This design comes from an exercise in tuning for small area on the open sky130 flow, not from production work.
In this exercise RTL edits were held to simulation tests only and were not proved equivalent to the original.
No activity file was given, so power comes from the tool's default toggle rates.

### flow/config.mk
export PLATFORM = sky130hd
export DESIGN_NAME = decode_stage
export DESIGN_NICKNAME = decode_stage
export VERILOG_FILES = /design/flow/design.v
export SDC_FILE = /design/flow/constraint.sdc
export NUM_CORES = 4
export LEC_CHECK = 0
export CAP_MARGIN = 20
export CORE_MARGIN = 2
export CORE_UTILIZATION = 40
export SLEW_MARGIN = 20
### flow/run.sh
#!/bin/bash
# synth_recipe.tcl (not shown) runs the flow's synth.tcl, then flattens the netlist and writes it again
# the make line also repeats each setting of config.mk as NAME=value (left out here)
make -C /OpenROAD-flow-scripts/flow DESIGN_CONFIG=/design/flow/config.mk WORK_HOME=/design/flow/orfs CLKGATE_MAP_FILE= SYNTH_SCRIPT=/design/flow/synth_recipe.tcl finish
### flow/constraint.sdc
create_clock -name core_clock -period 5.0 [get_ports {clock}]
set_input_delay 1.0000 -clock core_clock [delete_from_list [all_inputs] [get_ports {clock}]]
set_output_delay 1.0000 -clock core_clock [all_outputs]
set_load 0.01 [all_outputs]
### flow/design.v
package decode_pkg;
  localparam int OP_W = 16;
  localparam logic [5:0] OP_ADD  = 6'd0;
  localparam logic [5:0] OP_SUB  = 6'd1;
  localparam logic [5:0] OP_LI   = 6'd2;
  localparam logic [5:0] OP_SHL  = 6'd3;
  localparam logic [5:0] OP_SHR  = 6'd4;
  localparam logic [5:0] OP_AND  = 6'd5;
  localparam logic [5:0] OP_OR   = 6'd6;
  localparam logic [5:0] OP_XOR  = 6'd7;
  localparam logic [5:0] OP_BEQ  = 6'd8;
  localparam logic [5:0] OP_BNE  = 6'd9;
  localparam logic [5:0] OP_MOV  = 6'd10;
  localparam logic [5:0] OP_ADDI = 6'd11;
  localparam logic [5:0] OP_MUL  = 6'd12;
  localparam logic [5:0] OP_HALT = 6'd13;
  localparam logic [5:0] OP_NOP  = 6'd14;
  localparam int BIT_ADD  = 0;
  localparam int BIT_SUB  = 1;
  localparam int BIT_LI   = 2;
  localparam int BIT_SHL  = 3;
  localparam int BIT_SHR  = 4;
  localparam int BIT_AND  = 5;
  localparam int BIT_OR   = 6;
  localparam int BIT_XOR  = 7;
  localparam int BIT_BEQ  = 8;
  localparam int BIT_BNE  = 9;
  localparam int BIT_MOV  = 10;
  localparam int BIT_ADDI = 11;
  localparam int BIT_MUL  = 12;
  localparam int BIT_HALT = 13;
  localparam int BIT_NOP  = 14;
  localparam logic [OP_W-1:0] OP_ONEHOT_NOP = 16'h4000;
  typedef struct packed {
    logic wr;
    logic use_rt;
  } dst_info_t;
  function automatic logic [1:0] dst_info(input logic [5:0] op);
    logic wr;
    logic use_rt;
    wr     = 1'b0;
    use_rt = 1'b0;
    case (op)
      OP_ADD, OP_SUB, OP_SHL, OP_SHR, OP_AND,
      OP_OR, OP_XOR, OP_MOV, OP_MUL: wr = 1'b1;
      OP_LI, OP_ADDI: begin
        wr     = 1'b1;
        use_rt = 1'b1;
      end
      default: ;
    endcase
    dst_info = {wr, use_rt};
  endfunction
  function automatic logic [OP_W-1:0] op_onehot(input logic [5:0] op);
    logic [OP_W-1:0] oh;
    oh = '0;
    if (op <= OP_NOP) oh[op[3:0]] = 1'b1;
    else              oh[BIT_NOP] = 1'b1;
    op_onehot = oh;
  endfunction
endpackage
module regfile_bypass #(
  parameter  int DATA_W  = 32,
  parameter  int REG_CNT = 32,
  localparam int RA_W    = $clog2(REG_CNT)
) (
  input  logic                      clock,
  input  logic                      reset,
  input  logic                      wr_en,
  input  logic [RA_W-1:0]           wr_addr,
  input  logic [DATA_W-1:0]         wr_data,
  output logic [REG_CNT*DATA_W-1:0] regs_q
);
  logic [DATA_W-1:0] wd;
  assign wd = wr_data & {DATA_W{~reset}};
  for (genvar r = 0; r < REG_CNT; r++) begin : g_reg
    logic              we;
    logic [DATA_W-1:0] q;
    assign we = reset | (wr_en && (wr_addr == RA_W'(r)));
    always_ff @(posedge clock) begin
      q <= ({DATA_W{we}} & wd) | ({DATA_W{~we}} & q);
    end
    assign regs_q[r*DATA_W +: DATA_W] = q;
  end
endmodule
import decode_pkg::*;
module decode_stage #(
  parameter  int DATA_W  = 32,
  parameter  int PC_W    = 32,
  parameter  int REG_CNT = 32,
  localparam int RA_W    = $clog2(REG_CNT)
) (
  input  logic              clock,
  input  logic              reset,
  input  logic              if_valid,
  output logic              if_ready,
  input  logic [31:0]       if_instr,
  input  logic [PC_W-1:0]   if_pc,
  input  logic              wb_en,
  input  logic [RA_W-1:0]   wb_addr,
  input  logic [DATA_W-1:0] wb_data,
  input  logic              flush,
  output logic              ex_valid,
  input  logic              ex_ready,
  output logic [PC_W-1:0]   ex_pc,
  output logic [OP_W-1:0]   ex_op,
  output logic [DATA_W-1:0] ex_a,
  output logic [DATA_W-1:0] ex_b,
  output logic [RA_W-1:0]   ex_dst,
  output logic              ex_wr,
  output logic [DATA_W-1:0] ex_imm,
  output logic              halted
);
  logic [5:0]                op;
  logic [RA_W-1:0]           rs;
  logic [RA_W-1:0]           rt;
  logic [RA_W-1:0]           rd;
  logic [15:0]               imm;
  logic [3:0]                code_in;
  logic                      use_rt_in;
  logic [REG_CNT*DATA_W-1:0] regs;
  logic [REG_CNT-1:0]        busy;
  logic                      ex_valid_q;
  logic                      halted_q;
  logic [3:0]                code_q;
  logic [RA_W-1:0]           dst_q;
  logic [15:0]               imm_q;
  logic [PC_W-1:0]           pc_q;
  logic [DATA_W-1:0]         a_q;
  logic [DATA_W-1:0]         b_q;
  logic                      ld;
  logic                      hold;
  logic                      issue;
  logic                      accept;
  logic                      stall;
  logic                      wr_q;
  logic                      byp_a;
  logic                      byp_b;
  logic [REG_CNT-1:0]        dec_a;
  logic [REG_CNT-1:0]        dec_b;
  logic [REG_CNT-1:0]        dec_wb;
  logic [REG_CNT-1:0]        dec_dst;
  logic [REG_CNT-1:0]        sel_a;
  logic [REG_CNT-1:0]        sel_b;
  logic                      busy_a;
  logic                      busy_b;
  logic                      rs_hazard;
  logic                      rt_hazard;
  logic [DATA_W-1:0]         a_d;
  logic [DATA_W-1:0]         b_d;
  assign op  = if_instr[31:26];
  assign rs  = if_instr[21 +: RA_W];
  assign rt  = if_instr[16 +: RA_W];
  assign rd  = if_instr[11 +: RA_W];
  assign imm = if_instr[15:0];
  assign code_in   = (op > 6'd14) ? 4'd14 : op[3:0];
  assign use_rt_in = (code_in == 4'd2) || (code_in == 4'd11);
  regfile_bypass #(
    .DATA_W  (DATA_W),
    .REG_CNT (REG_CNT)
  ) u_regfile (
    .clock   (clock),
    .reset   (reset),
    .wr_en   (wb_en),
    .wr_addr (wb_addr),
    .wr_data (wb_data),
    .regs_q  (regs)
  );
  assign wr_q = !((code_q == 4'd8) || (code_q == 4'd9) ||
                  (code_q == 4'd13) || (code_q == 4'd14));
  assign issue  = ex_valid_q && ex_ready;
  assign ld     = !ex_valid_q || ex_ready;
  assign hold   = !ld;
  for (genvar r = 0; r < REG_CNT; r++) begin : g_dec
    assign dec_a[r]   = (rs == RA_W'(r));
    assign dec_b[r]   = (rt == RA_W'(r));
    assign dec_wb[r]  = wb_en && (wb_addr == RA_W'(r));
    assign dec_dst[r] = issue && wr_q && (dst_q == RA_W'(r));
  end
  assign byp_a = wb_en && (wb_addr == rs);
  assign byp_b = wb_en && (wb_addr == rt);
  assign busy_a = |(dec_a & busy);
  assign busy_b = |(dec_b & busy);
  assign rs_hazard = (busy_a && !byp_a) || (ex_valid_q && wr_q && (dst_q == rs));
  assign rt_hazard = (busy_b && !byp_b) || (ex_valid_q && wr_q && (dst_q == rt));
  assign stall     = rs_hazard || rt_hazard;
  assign if_ready = !reset && !halted_q && !stall && ld;
  assign accept   = if_valid && if_ready;
  assign sel_a = dec_a & {REG_CNT{ld && !byp_a}};
  assign sel_b = dec_b & {REG_CNT{ld && !byp_b}};
  always_comb begin
    a_d = ({DATA_W{ld && byp_a}} & wb_data) | ({DATA_W{hold}} & a_q);
    b_d = ({DATA_W{ld && byp_b}} & wb_data) | ({DATA_W{hold}} & b_q);
    for (int r = 0; r < REG_CNT; r++) begin
      a_d = a_d | ({DATA_W{sel_a[r]}} & regs[r*DATA_W +: DATA_W]);
      b_d = b_d | ({DATA_W{sel_b[r]}} & regs[r*DATA_W +: DATA_W]);
    end
  end
  always_ff @(posedge clock) begin
    a_q    <= a_d;
    b_q    <= b_d;
    pc_q   <= ({PC_W{ld}} & if_pc)     | ({PC_W{hold}} & pc_q);
    imm_q  <= ({16{ld}}   & imm)       | ({16{hold}}   & imm_q);
    code_q <= ({4{ld}}    & code_in)   | ({4{hold}}    & code_q);
    dst_q  <= ({RA_W{ld}} & (use_rt_in ? rt : rd)) | ({RA_W{hold}} & dst_q);
  end
  always_ff @(posedge clock) begin
    busy <= {REG_CNT{!reset}} & ((busy & ~dec_wb) | dec_dst);
  end
  always_ff @(posedge clock) begin
    ex_valid_q <= !reset && !flush && (accept || (ex_valid_q && !ex_ready));
    halted_q   <= !reset && (halted_q || (issue && (code_q == 4'd13)));
  end
  assign ex_valid = ex_valid_q;
  assign halted   = halted_q;
  assign ex_pc    = pc_q;
  assign ex_a     = a_q;
  assign ex_b     = b_q;
  assign ex_dst   = dst_q;
  assign ex_wr    = wr_q;
  assign ex_imm   = {{(DATA_W-16){imm_q[15]}}, imm_q};
  for (genvar i = 0; i < OP_W; i++) begin : g_op
    if (i <= BIT_NOP) begin : g_on
      assign ex_op[i] = (code_q == 4'(i));
    end else begin : g_off
      assign ex_op[i] = 1'b0;
    end
  end
endmodule
==> flow_metrics.env, run 1 <==
export IMPL_p_leak_nw=20.7
export IMPL_die_area_mm2=0.129
export IMPL_start_kind="input port"
export IMPL_die_w_um=359
export IMPL_via_per_inst=7.64
export IMPL_critPathKind="in2out"
export IMPL_max_slew_margin_pct=16.1
export IMPL_grt_pass1_wl_mm=347
export IMPL_place_hpwl_mm=159
export IMPL_hold_class="reg2reg"
export IMPL_hold_buffers=0
export IMPL_combPwrFrac_pct=9.7
export IMPL_synth_seq_cells=1179
export IMPL_vias=43000
export IMPL_ir_drop_v=0.000304
export IMPL_drt_iter0_drc=10700
export IMPL_cp_slowest_stage_delay_ps=550
export IMPL_setup_viol=0
export IMPL_seq_power_share_pct=50.0
export IMPL_use_met2_pct=57.0
export IMPL_track_usage_pct=40.0
export IMPL_nFillCells=10700
export IMPL_io_pins=260
export IMPL_synth_fp_nets=3569
export IMPL_multi_input_area_mm2=0.0151
export IMPL_final_min_clock_period_ps=4900
export IMPL_p_sw_mw=6.39
export IMPL_p_per_area_mw_per_mm2=402
export IMPL_finalCritPeriodShare_pct=98.1
export IMPL_synth_top_area_share_pct=64.5
export IMPL_path_max_fanout=23
export IMPL_drive_gt1_share_pct=16.6
export IMPL_finalMaxSlewViolations=0
export IMPL_synth_most_common_cell="edfxtp_1"
export IMPL_tightest_slew_ps=1260
export IMPL_insertion_delay_ps=800
export IMPL_post_cts_buffers=0
export IMPL_cts_buffer_depth=3
export IMPL_area_delta_synth_final_pct=22.9
export IMPL_required_ps=4000
export IMPL_use_met1_pct=51.5
export IMPL_nNetsFinal=3971
export IMPL_grt_max_degree=74
export IMPL_gr_usage_met3_pct=14.4
export IMPL_rsz0062_at_grt="no"
export IMPL_die_y_um=359
export IMPL_wire_per_inst_um=47.1
export IMPL_clkPwrFrac_pct=40.3
export IMPL_swShare_pct=25.7
export IMPL_synthFlopType="edfxtp_1"
export IMPL_synth_top_area_cell="edfxtp_1"
export IMPL_place_congestion=0.978
export IMPL_wirelength_mm=265
export IMPL_first_global_vias=39700
export IMPL_drc=0
export IMPL_synth_seq_area_share_pct=68.4
export IMPL_final_cell_area_mm2=0.0618
export IMPL_tritoncts="yes"
export IMPL_antenna_found_initial=13
export IMPL_cts_repair_resize_count=0
export IMPL_htree_levels=3
export IMPL_fp_row_count=130
export IMPL_yosysWarnings=2
export IMPL_cts_root_buf="clkbuf_16"
export IMPL_critPathArrivalTime_ps=3900
export IMPL_slowest_stage="clkdlybuf4s50_1"
export IMPL_syn_inst=3462
export IMPL_core_area_mm2=0.125
export IMPL_numClockSinks=1179
export IMPL_yosysUniqueCellTypes=77
export IMPL_syn_cell_area_mm2=0.0503
export IMPL_synthesis_area_per_instance_um2=14.5
export IMPL_synthArstFlopShare_pct=0
export IMPL_tns_ps=0
export IMPL_worstPathCellList="clkdlybuf4s50_1 -> buf_12 -> nand2b_1 -> nor2_1 -> a211oi_1 -> o22ai_1 -> o41ai_1 -> buf_4 -> and3_1 -> clkdlybuf4s50_1"
export IMPL_ant_nets=0
export IMPL_intPower_mw=18.4
export IMPL_synth_common_cells="1081 x edfxtp_1, 445 x a22oi_1, 209 x a22o_1, 208 x a221oi_1, 160 x nand2_1"
export IMPL_hold_viol_final=0
export IMPL_synth_area_top_cells="edfxtp_1 65%, a22oi_1 6.6%, dfxtp_1 3.9%, a22o_1 3.6%, a221oi_1 3.6%"
export IMPL_synth_edff_count=1081
export IMPL_top_usage_layer="met2"
export IMPL_status="timing/DRC/antenna clean"
export IMPL_drt_first_pass_iters=13
export IMPL_placed_cell_area_mm2=0.0574
export IMPL_fmax_mhz=204
export IMPL_seqCellArea_mm2=0.0344
export IMPL_clk_pin_slew_ps=60
export IMPL_io_buffer_count=258
export IMPL_start_util_pct=40.2
export IMPL_drv_cap=0
export IMPL_skew_ps=38.4
export IMPL_crit_path_end_kind="output port"
export IMPL_cts_buffers=120
export IMPL_crit_path_frequent_cell="clkdlybuf4s50_1"
export IMPL_overflow=0
## worst paths after layout
| check | start | endpoint | slack, ps | cells past startpoint |
|---|---|---|---|---|
| worst max-delay path | if_instr[23] | if_ready | 100 | 10 |
| worst min register to register | busy[3] | busy[3] | 490 | 2 |
| worst min-delay path | busy[3] | busy[3] | 490 | 2 |
| worst max register to register | ex_valid_q | b_q[15] | 1480 | 11 |
## cell families (layout without fill, tap and decap cells)
logic type,after synthesis,after routing,share of synthesized area [%]
flip-flops,1179,1179,68.4
XOR/XNOR,22,22,0.383
other,1,5,0.00745
buffers and inverters,324,832,3.02
AND/OR/NAND/NOR,623,623,6.61
multiplexers,86,86,1.81
AO/OA/AOI/OAI,1227,1227,19.8
## layer usage
layer | wire [um] | vias to the layer above
met5 | 174 | -
met3 | 45000 | 1349
li1 | - | 15400
met2 | 108000 | 5152
met1 | 90100 | 21000
met4 | 21700 | 16
## layout make-up
type,instances,share of cell area [%]
multi-input cells,1959,24.4
repair buffers,564,9.27
well taps,1650,3.34
clock buffers,149,5.19
flip-flops and latches,1179,55.7
clock inverters,79,1.84
diodes,4,0.0162
inverters,40,0.245
## placed cells by master, fill, tap and decap left out, types with 16 or more instances in the layout
| master | instances |
|---|---|
| edfxtp_1 | 1081 |
| a22oi_1 | 445 |
| clkdlybuf4s50_1 | 254 |
| buf_4 | 238 |
| a22o_1 | 209 |
| a221oi_1 | 208 |
| nand2_1 | 160 |
| clkbuf_16 | 120 |
| nand4_1 | 114 |
| dfxtp_1 | 98 |
| buf_12 | 67 |
| nor2_1 | 65 |
| a222oi_1 | 60 |
| nand3_1 | 55 |
| mux2i_1 | 47 |
| a211oi_4 | 46 |
| nor2b_1 | 42 |
| a21oi_1 | 41 |
| o21ai_0 | 40 |
| mux2_2 | 39 |
| or3_1 | 34 |
| inv_1 | 32 |
| o2bb2ai_1 | 29 |
| nor3_1 | 27 |
| a21o_2 | 25 |
| and3_1 | 25 |
| clkinv_2 | 25 |
| bufinv_16 | 25 |
| clkbuf_1 | 19 |
| a32o_1 | 18 |
| and4_1 | 17 |
| xnor2_1 | 16 |
## per-stage QoR
stage          worst slack (ps)  std cells  util [%]  hold WS, ps  total power, mW
2_1_floorplan              1230       3462         -          431             13.2
3_3_place_gp                121       5387      45.8          480             14.9
3_5_place_dp                195       5390      45.9          484             14.9
4_1_cts                     185       5618      49.3          491             24.7
5_1_grt                    76.3       5620      49.4          512             25.2
6_report                   96.9       5624      49.4          490             24.8
## power by group through the flow
stage | Combinational, mW | Clock, mW | Sequential (mW)
after floorplan | 0.864 | 0 | 12.3
after detailed placement | 2.30 | 0 | 12.6
after global routing | 2.42 | 10.4 | 12.4
after CTS | 2.30 | 9.99 | 12.4
after global placement | 2.30 | 0 | 12.6
final | 2.41 | 10.0 | 12.4
## critical path, delay by kind of cell
kind                   cells  cell delay (ps)
AO/OA/AOI/OAI              3              900
AND/OR/NAND/NOR            3              490
buffers and inverters      4             1480
==> inputs of run 2 (changes only) <==
--- a/flow/design.v
+++ b/flow/design.v
@@ -71,14 +71,16 @@
   input  logic [DATA_W-1:0]         wr_data,
   output logic [REG_CNT*DATA_W-1:0] regs_q
 );
-  logic [DATA_W-1:0] wd;
-  assign wd = wr_data & {DATA_W{~reset}};
   for (genvar r = 0; r < REG_CNT; r++) begin : g_reg
+    logic              hit;
     logic              we;
+    logic              keep;
     logic [DATA_W-1:0] q;
-    assign we = reset | (wr_en && (wr_addr == RA_W'(r)));
+    assign hit  = wr_en && (wr_addr == RA_W'(r));
+    assign we   = !reset && hit;
+    assign keep = !reset && !hit;
     always_ff @(posedge clock) begin
-      q <= ({DATA_W{we}} & wd) | ({DATA_W{~we}} & q);
+      q <= ({DATA_W{we}} & wr_data) | ({DATA_W{keep}} & q);
     end
     assign regs_q[r*DATA_W +: DATA_W] = q;
   end
@@ -130,6 +132,8 @@
   logic [DATA_W-1:0]         b_q;
   logic                      ld;
   logic                      hold;
+  logic                      ld_f;
+  logic                      hold_f;
   logic                      issue;
   logic                      accept;
   logic                      stall;
@@ -171,6 +175,8 @@
   assign issue  = ex_valid_q && ex_ready;
   assign ld     = !ex_valid_q || ex_ready;
   assign hold   = !ld;
+  assign ld_f   = ld && !reset;
+  assign hold_f = !ld && !reset;
   for (genvar r = 0; r < REG_CNT; r++) begin : g_dec
     assign dec_a[r]   = (rs == RA_W'(r));
     assign dec_b[r]   = (rt == RA_W'(r));
@@ -199,10 +205,10 @@
   always_ff @(posedge clock) begin
     a_q    <= a_d;
     b_q    <= b_d;
-    pc_q   <= ({PC_W{ld}} & if_pc)     | ({PC_W{hold}} & pc_q);
-    imm_q  <= ({16{ld}}   & imm)       | ({16{hold}}   & imm_q);
-    code_q <= ({4{ld}}    & code_in)   | ({4{hold}}    & code_q);
-    dst_q  <= ({RA_W{ld}} & (use_rt_in ? rt : rd)) | ({RA_W{hold}} & dst_q);
+    pc_q   <= ({PC_W{ld_f}} & if_pc)     | ({PC_W{hold_f}} & pc_q);
+    imm_q  <= ({16{ld_f}}   & imm)       | ({16{hold_f}}   & imm_q);
+    code_q <= ({4{ld_f}}    & code_in)   | ({4{hold_f}}    & code_q);
+    dst_q  <= ({RA_W{ld_f}} & (use_rt_in ? rt : rd)) | ({RA_W{hold_f}} & dst_q);
   end
   always_ff @(posedge clock) begin
     busy <= {REG_CNT{!reset}} & ((busy & ~dec_wb) | dec_dst);
==> flow/flow/run.sh (new file) <==
#!/bin/bash
# Own layout flow: the standard flow (standard.sh) with these changes, all
# made through ORFS's own variables or a wrapper around the standard synthesis:
#  - synthesis is synth_recipe.tcl unchanged, except that the final ABC
#    technology mapping of the combinational logic uses flow/area.abc, an
#    area-oriented script (flip-flops are mapped by dfflibmap before ABC, so
#    the registers, their names and cell types are the standard ones);
#  - the port buffers are buf_1 cells instead of ORFS's default choice;
#  - CTS uses clkbuf_16 with sink clusters of at most 22 within 100 um and no dummy loads.
# make's full output goes to flow_make.log here; each ORFS step also writes
# its own log under orfs/logs/.
set -euo pipefail
here=$(pwd)
orig=$(grep -o 'SYNTH_SCRIPT=[^ ]*' standard.sh | head -1 | cut -d= -f2)
test -n "$orig"
cat > "$here/area_synth.tcl" <<EOT
proc abc {args} {
  set i [lsearch \$args -script]
  if {\$i >= 0} { lset args [expr {\$i + 1}] $here/flow/area.abc }
  yosys abc {*}\$args
}
source $orig
EOT
sed "s#SYNTH_SCRIPT=[^ ]*#SYNTH_SCRIPT=$here/area_synth.tcl#" standard.sh > area_standard.sh
export BUFFER_PORTS_ARGS="-buffer_cell sky130_fd_sc_hd__buf_1"
export CTS_ARGS="-sink_clustering_enable -repair_clock_nets -dont_use_dummy_load -buf_list sky130_fd_sc_hd__clkbuf_16 -sink_clustering_size 22 -sink_clustering_max_diameter 100"
bash area_standard.sh > flow_make.log 2>&1
==> flow/flow/area.abc (new file) <==
strash
dc2
&get -n
&st
&dch -f
&nf -R 1000
&put
&get -n
&st
&dch -f
&nf -R 1000
&put
&get -n
&st
&dch -f
&nf -R 1000
&put
&get -n
&st
&dch -f
&nf -R 1000
&put
topo
==> flow/standard.sh (new file) <==
#!/bin/bash
# synth_recipe.tcl (not shown) runs the flow's synth.tcl, then flattens the netlist and writes it again
# the make line also repeats each setting of config.mk as NAME=value (left out here)
make -C /OpenROAD-flow-scripts/flow DESIGN_CONFIG=/design/flow/config.mk WORK_HOME=/design/flow/orfs CLKGATE_MAP_FILE= SYNTH_SCRIPT=/design/flow/synth_recipe.tcl "${@:-finish}"
--- a/flow/config.mk
+++ b/flow/config.mk
@@ -7,5 +7,6 @@
 export LEC_CHECK = 0
 export CAP_MARGIN = 20
 export CORE_MARGIN = 2
-export CORE_UTILIZATION = 40
+export CORE_UTILIZATION = 35
+export PLACE_DENSITY = 0.4
 export SLEW_MARGIN = 20
removed: flow/run.sh
==> flow_metrics.env, run 2 <==
export IMPL_gr_usage_met3_pct=20.1
export IMPL_use_met2_pct=67.2
export IMPL_final_min_clock_period_ps=4620
export IMPL_via_per_inst=8.35
export IMPL_required_ps=4000
export IMPL_slowest_stage="nand2b_1"
export IMPL_drive_gt1_share_pct=12.1
export IMPL_overflow=0
export IMPL_cts_root_buf="clkbuf_16"
export IMPL_vias=52400
export IMPL_worst_slack_ps=376
export IMPL_io_buffer_count=258
export IMPL_die_area_mm2=0.132
export IMPL_hold_class="in2reg"
export IMPL_die_w_um=363
export IMPL_clk_pin_slew_ps=100
export IMPL_drc=0
export IMPL_finalCritPeriodShare_pct=92.5
export IMPL_nNetsFinal=4705
export IMPL_synth_most_common_cell="dfxtp_1"
export IMPL_grt_pass1_wl_mm=444
export IMPL_skew_ps=61.2
export IMPL_place_congestion=0.964
export IMPL_critPathKind="in2out"
export IMPL_top_usage_layer="met2"
export IMPL_fp_row_count=131
export IMPL_grt_max_degree=49
export IMPL_tns_ps=0
export IMPL_drt_iter0_drc=15700
export IMPL_top_register="u_regfile.g.q"
export IMPL_track_usage_pct=49.3
export IMPL_start_util_pct=35.3
export IMPL_hold_buffers=0
export IMPL_synth_common_cells="1179 x dfxtp_1, 1114 x a22o_1, 458 x a222oi_1, 238 x a22oi_1, 160 x nand2_1"
export IMPL_cts_repair_resize_count=0
export IMPL_tritoncts="yes"
export IMPL_synth_edff_count=0
export IMPL_insertion_delay_ps=780
export IMPL_status="timing/DRC/antenna clean"
export IMPL_syn_inst=3938
export IMPL_cp_slowest_stage_delay_ps=510
export IMPL_post_cts_buffers=0
export IMPL_synthesis_area_per_instance_um2=11.5
export IMPL_p_leak_nw=19.2
export IMPL_cts_buffers=60
export IMPL_tightest_slew_ps=1360
export IMPL_max_slew_margin_pct=9.07
export IMPL_place_hpwl_mm=192
export IMPL_synth_seq_area_share_pct=52.3
export IMPL_rsz0062_at_grt="no"
export IMPL_whs_ps=446
export IMPL_core_area_mm2=0.128
export IMPL_area_delta_synth_final_pct=19.8
export IMPL_io_pins=260
export IMPL_worstPathCellList="buf_1 -> buf_4 -> nand2b_1 -> nor3_1 -> a32oi_1 -> and4_1 -> a31oi_1 -> o21ai_0 -> nand3_1 -> nor2_1 -> buf_1"
export IMPL_crit_path_frequent_cell="buf_1"
export IMPL_first_global_vias=47100
export IMPL_ir_drop_v=0.000311
export IMPL_final_cell_mix="1179 x dfxtp_1, 1114 x a22o_1, 458 x a222oi_1"
export IMPL_start_kind="input port"
export IMPL_die_y_um=363
export IMPL_ant_nets=0
export IMPL_crit_path_end_kind="output port"
export IMPL_setup_viol=0
export IMPL_wire_per_inst_um=54.2
export IMPL_synth_area_top_cells="dfxtp_1 52%, a22o_1 22%, a222oi_1 10%, a22oi_1 4.0%, a221oi_1 1.8%"
export IMPL_final_common_cell="dfxtp_1"
export IMPL_synth_fp_nets=4045
export IMPL_postLayoutCoreUtil_pct=42.3
export IMPL_antenna_found_initial=27
export IMPL_finalMaxSlewViolations=0
export IMPL_use_met1_pct=63.6
export IMPL_p_per_area_mw_per_mm2=310
export IMPL_synthArstFlopShare_pct=0
export IMPL_synth_seq_cells=1179
export IMPL_synth_top_area_share_pct=52.3
export IMPL_synth_top_area_cell="dfxtp_1"
export IMPL_wirelength_mm=340
export IMPL_place_ws_ps=81.4
export IMPL_cts_buffer_depth=3
export IMPL_path_max_fanout=8
export IMPL_fmax_mhz=216
export IMPL_synthFlopType="dfxtp_1"
export IMPL_yosysUniqueCellTypes=41
export IMPL_drv_cap=0
export IMPL_hold_viol_final=0
export IMPL_htree_levels=2
export IMPL_syn_cell_area_mm2=0.0451
export IMPL_numClockSinks=1179
export IMPL_largest_register_ffs=1024
export IMPL_critPathArrivalTime_ps=3620
export IMPL_drt_first_pass_iters=15
export IMPL_yosysWarnings=2
## run 2: cell types whose count changed after synthesis, sizes merged, moves of 108 or more
cell	delta
buf	-159
a22oi	-207
edfxtp	-1081
a22o	+905
a222oi	+398
dfxtp	+1081
a221oi	-115
clkbuf	-108
## run 2: path summary, 6_finish.rpt
| kind | startpoint | endpoint | slack, ps | cells past startpoint |
|---|---|---|---|---|
| max | if_instr[19] | if_ready | 380 | 11 |
| min | if_pc[12] | pc_q[12] | 450 | 2 |
| max reg2reg | ex_valid_q | a_q[31] | 1270 | 11 |
| min reg2reg | pc_q[17] | pc_q[17] | 470 | 1 |
## run 2: cell type report
type                    count  area [um2]
well taps                1662        2080
clock buffers              60        1500
repair buffers            615        4390
flip-flops and latches   1179       23600
diodes                     15        37.5
inverters                   6        22.5
multi-input cells        2736       22400
fillers                 12100       73700
## run 2: where the power goes
group	switching [mW]	internal (mW)	total [mW]
sequential	0.110	9.48	9.59
clock	3.44	2.13	5.57
combinational	1.27	0.311	1.58
total	4.81	11.9	16.7
## run 2: kinds of logic (layout without fill, tap and decap cells)
kind of cell	count (synthesis)	count (layout)	synth area share, %
compound gates	2038	2038	39.6
simple gates	675	675	7.24
other cells	1	16	0.00831
xor+xnor	16	16	0.311
buf+inv	23	681	0.333
mux	6	6	0.133
flops	1179	1179	52.3
## run 2: layer usage
layer / vias to the layer above / part of all wire [%]
li1: 18800 / -
met1: 25800 / 37
met2: 6090 / 39
met3: 1674 / 16
met4: 20 / 8.6
met5: - / 0.066
## run 2: through the flow
step / instance area, um2 / power, mW / std cells
floorplan: 45100 / 10.2 / 3938
global route: 54000 / 16.9 / 6259
finish: 54000 / 16.7 / 6273
detailed placement: 52500 / 11.3 / 6198
global placement: 52400 / 11.3 / 6197
CTS: 54000 / 16.6 / 6258
## run 2: worst max-delay path, delay by kind of cell
kind / cells / cell delay (ps)
compound gates: 3 / 570
buf+inv: 3 / 910
simple gates: 5 / 1140
==> inputs of run 3 (changes only) <==
--- a/flow/flow/run.sh
+++ b/flow/flow/run.sh
@@ -6,6 +6,8 @@
 #    area-oriented script (flip-flops are mapped by dfflibmap before ABC, so
 #    the registers, their names and cell types are the standard ones);
 #  - the port buffers are buf_1 cells instead of ORFS's default choice;
+#  - after global routing, ORFS's power recovery (RECOVER_POWER) downsizes
+#    gates off the critical paths;
 #  - CTS uses clkbuf_16 with sink clusters of at most 22 within 100 um and no dummy loads.
 # make's full output goes to flow_make.log here; each ORFS step also writes
 # its own log under orfs/logs/.
@@ -23,5 +25,6 @@
 EOT
 sed "s#SYNTH_SCRIPT=[^ ]*#SYNTH_SCRIPT=$here/area_synth.tcl#" standard.sh > area_standard.sh
 export BUFFER_PORTS_ARGS="-buffer_cell sky130_fd_sc_hd__buf_1"
+export RECOVER_POWER=100
 export CTS_ARGS="-sink_clustering_enable -repair_clock_nets -dont_use_dummy_load -buf_list sky130_fd_sc_hd__clkbuf_16 -sink_clustering_size 22 -sink_clustering_max_diameter 100"
 bash area_standard.sh > flow_make.log 2>&1
==> flow_metrics.env, run 3 <==
export IMPL_grt_pass1_wl_mm=444
export IMPL_rr_endpoint="b_q[7]"
export IMPL_die_y_um=363
export IMPL_top_register="u_regfile.g.q"
export IMPL_place_ws_ps=81.4
export IMPL_insertion_delay_ps=780
export IMPL_synth_edff_count=0
export IMPL_hold_viol_final=0
export IMPL_synth_seq_cells=1179
export IMPL_whs_ps=440
export IMPL_yosysUniqueCellTypes=41
export IMPL_skew_ps=57.8
export IMPL_synth_xor_area_share_pct=0.311
export IMPL_post_cts_buffers=0
export IMPL_synth_top_family_by_area="compound AO/OA/AOI/OAI gates"
export IMPL_synth_fp_nets=4045
export IMPL_cts_buffer_depth=3
export IMPL_first_global_vias=47100
export IMPL_setup_viol=12
export IMPL_synthFlopType="dfxtp_1"
export IMPL_finalCritPeriodShare_pct=101
export IMPL_rsz0062_at_grt="no"
export IMPL_area_delta_synth_final_pct=19.0
export IMPL_cts_repair_resize_count=0
export IMPL_p_per_area_mw_per_mm2=312
export IMPL_place_congestion=0.964
export IMPL_p_leak_nw=19.1
export IMPL_track_usage_pct=49.3
export IMPL_drc=0
export IMPL_path_max_fanout=17
export IMPL_syn_cell_area_mm2=0.0451
export IMPL_cts_buffers=60
export IMPL_violations="max-capacitance violations, max-slew violations, negative setup slack"
export IMPL_postLayoutCoreUtil_pct=42.0
export IMPL_worst_slack_ps=-28.9
export IMPL_clk_pin_slew_ps=100
export IMPL_start_util_pct=35.3
export IMPL_final_cell_mix="1179 x dfxtp_1, 1114 x a22o_1, 458 x a222oi_1"
export IMPL_fp_row_count=131
export IMPL_die_area_mm2=0.132
export IMPL_max_slew_margin_pct=-118
export IMPL_synthAdderAreaFrac_pct=0
export IMPL_min_to="pc_q[12]"
export IMPL_io_buffer_count=258
export IMPL_nNetsFinal=4705
export IMPL_core_area_mm2=0.128
export IMPL_drv_cap=41
export IMPL_hold_class="in2reg"
export IMPL_power_total_mw=16.7
export IMPL_fmax_mhz=199
export IMPL_synth_area_top_cells="dfxtp_1 52%, a22o_1 22%, a222oi_1 10%, a22oi_1 4.0%, a221oi_1 1.8%"
export IMPL_placed_cells=6198
export IMPL_via_per_inst=8.30
export IMPL_drt_iter0_drc=15700
export IMPL_yosys_area_share_simple_pct=7.24
export IMPL_synth_seq_area_share_pct=52.3
export IMPL_largest_register_ffs=1024
export IMPL_required_ps=5680
export IMPL_critPathKind="in2reg"
export IMPL_reg2reg_slack_ps=590
export IMPL_status="failed layout checks"
export IMPL_wire_per_inst_um=54.0
export IMPL_antenna_found_initial=26
export IMPL_io_pins=260
export IMPL_synth_compound_area_share_pct=39.6
export IMPL_start_kind="input port"
export IMPL_ir_drop_v=0.000313
export IMPL_synthesis_area_per_instance_um2=11.5
export IMPL_final_min_clock_period_ps=5030
export IMPL_reg2reg_depth=12
export IMPL_final_common_cell="dfxtp_1"
export IMPL_vias=52100
export IMPL_drive_gt1_share_pct=11.3
export IMPL_drt_first_pass_iters=13
export IMPL_yosysWarnings=2
export IMPL_numClockSinks=1179
export IMPL_overflow=0
export IMPL_layoutNonFillerInstCount=6279
export IMPL_synth_common_cells="1179 x dfxtp_1, 1114 x a22o_1, 458 x a222oi_1, 238 x a22oi_1, 160 x nand2_1"
export IMPL_muxShareOfSynthArea_pct=0.133
export IMPL_place_hpwl_mm=192
export IMPL_synthArstFlopShare_pct=0
export IMPL_hp_start="if_pc[12]"
export IMPL_crit_path_end_kind="flop"
export IMPL_tightest_slew_ps=3250
export IMPL_htree_levels=2
export IMPL_die_w_um=363
export IMPL_critPathArrivalTime_ps=5710
export IMPL_hold_buffers=0
export IMPL_ant_nets=0
export IMPL_wirelength_mm=339
export IMPL_whs_path_depth=2
export IMPL_syn_inst=3938
export IMPL_cts_root_buf="clkbuf_16"
export IMPL_synth_most_common_cell="dfxtp_1"
export IMPL_timing_rr_start="ex_valid_q"
export IMPL_finalMaxSlewViolations=989
export IMPL_tritoncts="yes"
export IMPL_synth_top_area_share_pct=52.3
export IMPL_grt_max_degree=49
export IMPL_synth_top_area_cell="dfxtp_1"
## run 3: cell types whose count changed in the layout (fill, tap and decap cells not counted), moves of 4 or more
cell,before,now
buf_4,298,252
nor2_4,91,83
a21oi_4,16,12
clkbuf_1,0,28
buf_12,59,51
nor2_1,55,60
clkbuf_2,1,29
a21oi_1,22,26
buf_1,256,252
diode_2,15,21
## run 3: stage by stage
step,area (um2),TNS [ps]
3_3_place_gp,52400,0
5_1_grt,53600,0
4_1_cts,54000,0
2_1_floorplan,45100,0
6_report,53700,-142
3_5_place_dp,52500,0
## run 3: final cells by class
class / count / area, um2
well taps: 1662 / 2080
diodes: 21 / 52.6
fillers: 12200 / 74000
repair buffers: 615 / 4130
flip-flops and latches: 1179 / 23600
inverters: 6 / 22.5
clock buffers: 60 / 1500
multi-input cells: 2736 / 22300
## run 3: worst max-delay path: stages
cell and delay, ps:
buf_1 130, clkbuf_1 280, nand2b_1 400, or2_0 540, nor2_1 1540, dlymetal6s2s_1 1460
a22o_1 320
## run 3: cells by family (layout without fill, tap and decap cells)
logic type	count (synthesis)	after routing
compound gates	2038	2038
xor+xnor	16	16
buf+inv	23	681
flops	1179	1179
mux	6	6
other cells	1	22
simple gates	675	675
## run 3: worst max path at each step
stage | startpoint | to | slack [ps]
final | wb_addr[1] | u_regfile.g_reg[21].q[26] | -30
after global routing | reset | u_regfile.g_reg[6].q[27] | 190
after CTS | if_instr[19] | if_ready | 410
after detailed placement | wb_addr[2] | b_q[25] | 80
after global placement | wb_addr[2] | b_q[25] | 130
after floorplan | wb_addr[0] | a_q[26] | 140
## run 3: routing by layer
layer / track usage, % / vias to the layer above / share of wire (%)
met1: 63.6 / 25700 / 37
met2: 67.2 / 5933 / 39
li1: - / 18800 / -
met5: 0.254 / - / 0.028
met4: 32.3 / 12 / 8.5
met3: 20.1 / 1691 / 16
## run 3: power by group
part           total [mW]  internal (mW)  switching [mW]  leakage (nW)
registers            9.59           9.48           0.110          9.52
logic                1.56          0.300            1.26          8.82
clock network        5.57           2.13            3.44         0.739
==> inputs of run 4 (changes only) <==
--- a/flow/flow/run.sh
+++ b/flow/flow/run.sh
@@ -6,8 +6,6 @@
 #    area-oriented script (flip-flops are mapped by dfflibmap before ABC, so
 #    the registers, their names and cell types are the standard ones);
 #  - the port buffers are buf_1 cells instead of ORFS's default choice;
-#  - after global routing, ORFS's power recovery (RECOVER_POWER) downsizes
-#    gates off the critical paths;
 #  - CTS uses clkbuf_16 with sink clusters of at most 22 within 100 um and no dummy loads.
 # make's full output goes to flow_make.log here; each ORFS step also writes
 # its own log under orfs/logs/.
@@ -25,6 +23,5 @@
 EOT
 sed "s#SYNTH_SCRIPT=[^ ]*#SYNTH_SCRIPT=$here/area_synth.tcl#" standard.sh > area_standard.sh
 export BUFFER_PORTS_ARGS="-buffer_cell sky130_fd_sc_hd__buf_1"
-export RECOVER_POWER=100
 export CTS_ARGS="-sink_clustering_enable -repair_clock_nets -dont_use_dummy_load -buf_list sky130_fd_sc_hd__clkbuf_16 -sink_clustering_size 22 -sink_clustering_max_diameter 100"
 bash area_standard.sh > flow_make.log 2>&1
--- a/flow/flow/area.abc
+++ b/flow/flow/area.abc
@@ -20,4 +20,24 @@
 &dch -f
 &nf -R 1000
 &put
+&get -n
+&st
+&dch -f
+&nf -R 1000
+&put
+&get -n
+&st
+&dch -f
+&nf -R 1000
+&put
+&get -n
+&st
+&dch -f
+&nf -R 1000
+&put
+&get -n
+&st
+&dch -f
+&nf -R 1000
+&put
 topo
--- a/flow/config.mk
+++ b/flow/config.mk
@@ -7,6 +7,6 @@
 export LEC_CHECK = 0
 export CAP_MARGIN = 20
 export CORE_MARGIN = 2
-export CORE_UTILIZATION = 35
-export PLACE_DENSITY = 0.4
+export CORE_UTILIZATION = 40
+export PLACE_DENSITY = 0.45
 export SLEW_MARGIN = 20
==> flow_metrics.env, run 4 <==
export IMPL_status="timing/DRC/antenna clean"
export IMPL_io_pins=260
export IMPL_antenna_found_initial=22
export IMPL_synth_top_area_share_pct=52.5
export IMPL_io_buffer_count=258
export IMPL_hold_class="in2reg"
export IMPL_insertion_delay_ps=780
export IMPL_synth_edff_count=0
export IMPL_drt_iter0_drc=16000
export IMPL_hold_viol_final=0
export IMPL_timing_rr_start="ex_valid_q"
export IMPL_synthArstFlopShare_pct=0
export IMPL_drive_gt1_share_pct=12.4
export IMPL_cts_buffers=60
export IMPL_fmax_mhz=218
export IMPL_path_max_fanout=8
export IMPL_die_w_um=339
export IMPL_finalMaxSlewViolations=0
export IMPL_reg2reg_slack_ps=1370
export IMPL_htree_levels=2
export IMPL_wirelength_mm=321
export IMPL_wire_per_inst_um=52.5
export IMPL_start_kind="input port"
export IMPL_syn_inst=3913
export IMPL_p_per_area_mw_per_mm2=309
export IMPL_crit_path_end_kind="output port"
export IMPL_max_slew_margin_pct=11.3
export IMPL_fp_row_count=123
export IMPL_setup_viol=0
export IMPL_syn_cell_area_mm2=0.0450
export IMPL_synth_most_common_cell="dfxtp_1"
export IMPL_hold_buffers=0
export IMPL_drv_cap=0
export IMPL_reg2reg_depth=12
export IMPL_post_cts_buffers=0
export IMPL_ir_drop_v=0.000326
export IMPL_final_cell_mix="1179 x dfxtp_1, 1114 x a22o_1, 476 x a222oi_1"
export IMPL_critPathKind="in2out"
export IMPL_rsz0062_at_grt="no"
export IMPL_p_leak_nw=19.3
export IMPL_numClockSinks=1179
export IMPL_ant_nets=0
export IMPL_final_common_cell="dfxtp_1"
export IMPL_die_area_mm2=0.115
export IMPL_use_met1_pct=66.3
export IMPL_cts_repair_resize_count=0
export IMPL_synthesis_area_per_instance_um2=11.5
export IMPL_clk_pin_slew_ps=100
export IMPL_grt_max_degree=50
export IMPL_nFillCells=10500
export IMPL_synth_seq_area_share_pct=52.5
export IMPL_top_register="u_regfile.g.q"
export IMPL_synth_top_area_cell="dfxtp_1"
export IMPL_seqCellArea_mm2=0.0236
export IMPL_synth_area_top_cells="dfxtp_1 52%, a22o_1 22%, a222oi_1 11%, a22oi_1 3.5%, a221oi_1 2.1%"
export IMPL_tns_ps=0
export IMPL_vias=52700
export IMPL_critPathArrivalTime_ps=3580
export IMPL_core_area_mm2=0.112
export IMPL_overflow=0
export IMPL_use_met2_pct=69.6
export IMPL_tritoncts="yes"
export IMPL_area_delta_synth_final_pct=19.6
export IMPL_synth_common_cells="1179 x dfxtp_1, 1114 x a22o_1, 476 x a222oi_1, 209 x a22oi_1, 149 x nand3_1"
export IMPL_yosysWarnings=2
export IMPL_synthFlopType="dfxtp_1"
export IMPL_top_usage_layer="met2"
export IMPL_multi_input_area_mm2=0.0223
export IMPL_gr_usage_met3_pct=27.0
export IMPL_yosysUniqueCellTypes=42
export IMPL_grt_pass1_wl_mm=424
export IMPL_tightest_slew_ps=1330
export IMPL_nNetsFinal=4697
export IMPL_skew_ps=61.6
export IMPL_via_per_inst=8.62
export IMPL_synth_seq_cells=1179
export IMPL_die_y_um=339
export IMPL_place_congestion=0.973
export IMPL_cts_root_buf="clkbuf_16"
export IMPL_first_global_vias=47700
export IMPL_crit_start="if_instr[17]"
export IMPL_final_min_clock_period_ps=4580
export IMPL_start_util_pct=40.2
export IMPL_required_ps=4000
export IMPL_track_usage_pct=53.0
export IMPL_power_total_mw=16.6
export IMPL_place_hpwl_mm=179
export IMPL_rr_endpoint="a_q[18]"
export IMPL_drt_first_pass_iters=14
export IMPL_crit_end="if_ready"
export IMPL_drc=0
export IMPL_cts_buffer_depth=3
export IMPL_synth_fp_nets=4020
export IMPL_finalCritPeriodShare_pct=91.7
export IMPL_largest_register_ffs=1024
==> run 4: cell count changes in the layout (fill, tap and decap cells not counted), moves of 14 or more <==
cell	delta
a221oi_1	+14
nand3_1	+25
a22oi_1	-29
clkbuf_2	-28
buf_4	+70
clkbuf_1	-28
a222oi_1	+18
==> run 4: cells by family after synthesis <==
group	share of synthesized area [%]
AOI/OAI and AO/OA	39.7
DFF	52.5
and+or+nand+nor	7.10
buffers and inverters	0.317
xor gates and xnor gates	0.331
muxes	0.111
other	0.00834
==> run 4: metal layers <==
layer,vias to the layer above,part of all wire [%]
li1,18800,-
met1,25400,35
met2,6496,38
met3,1965,18
met4,24,9.1
met5,-,0.059
==> run 4: how the worst min path moves through the flow <==
| stage | startpoint | end | slack [ps] | depth (start not counted) |
|---|---|---|---|---|
| 2_1_floorplan | busy[21] | busy[21] | 450 | 2 |
| 3_3_place_gp | pc_q[8] | pc_q[8] | 460 | 1 |
| 3_5_place_dp | imm_q[0] | imm_q[0] | 460 | 1 |
| 4_1_cts | if_pc[23] | pc_q[23] | 450 | 2 |
| 5_1_grt | if_pc[29] | pc_q[29] | 470 | 2 |
| 6_report | if_pc[29] | pc_q[29] | 460 | 2 |
==> run 4: power breakdown <==
group	internal, mW	switching, mW
clock network	2.13	3.35
logic	0.314	1.23
registers	9.48	0.108
==> run 4: layout make-up <==
type                       count  area share (%)
inverter                       4          0.0279
multi-input combinational   2713            41.4
tap                         1500            3.49
timing repair buffer         632            8.28
antenna                       27           0.126
clock buffer                  60            2.79
sequential                  1179            43.9
==> run 4: metrics by stage <==
step | setup slack, ps | area [um2] | hold slack, ps | util [%] | std cells
floorplan | -0.400 | 45000 | 445 | - | 3913
global placement | 251 | 52000 | 459 | 46.4 | 6017
detailed placement | 260 | 52100 | 463 | 46.5 | 6023
CTS | 530 | 53600 | 451 | 47.9 | 6083
global route | 365 | 53800 | 474 | 48.0 | 6089
finish | 417 | 53800 | 462 | 48.0 | 6115
==> run 4: critical path, stage by stage <==
cell and delay (ps):
buf_1 420, nor2b_1 160, buf_4 180, a22oi_1 200, a21oi_1 90, a21oi_1 120
o21ai_0 80, a2111oi_0 420, a21oi_1 220, nor4_1 340, buf_4 190, buf_1 140

==> what the ideal ports hide <==
No port has a modelled driver above. Below, the same layouts with a new extraction and two added sets of constraints. Step 1, drivers: a clkbuf_16 drives clock and a buf_2 each remaining input, both assumed. Step 2 moves the port delays by t, midway between the first and last clock arrival at a register: inputs arrive t later, outputs are due t later. That takes back most of the time a late clock gives input paths. Three values: no drivers, after step 1, after step 2; two values: the first two.
run | shift t [ns] | slack for setup (ns) | worst setup path at the end | clock arrival spread, ns
run 1 | 0.847 | 0.097 / 0.070 / -0.001 | input to register | 0.047 / 0.047
run 2 | 0.817 | 0.376 / 0.348 / -0.059 | input to register | 0.082 / 0.082
run 3 | 0.823 | -0.029 / 0.032 / -0.791 | input to register | 0.077 / 0.078
run 4 | 0.811 | 0.417 / 0.394 / -0.038 | input to register | 0.096 / 0.097
With both steps, setup timing fails in run 1, run 2 and run 4, where it was met with ideal ports. For run 3, which loses most, drivers alone change the setup slack by +0.061 ns; drivers and shift together by -0.762 ns.
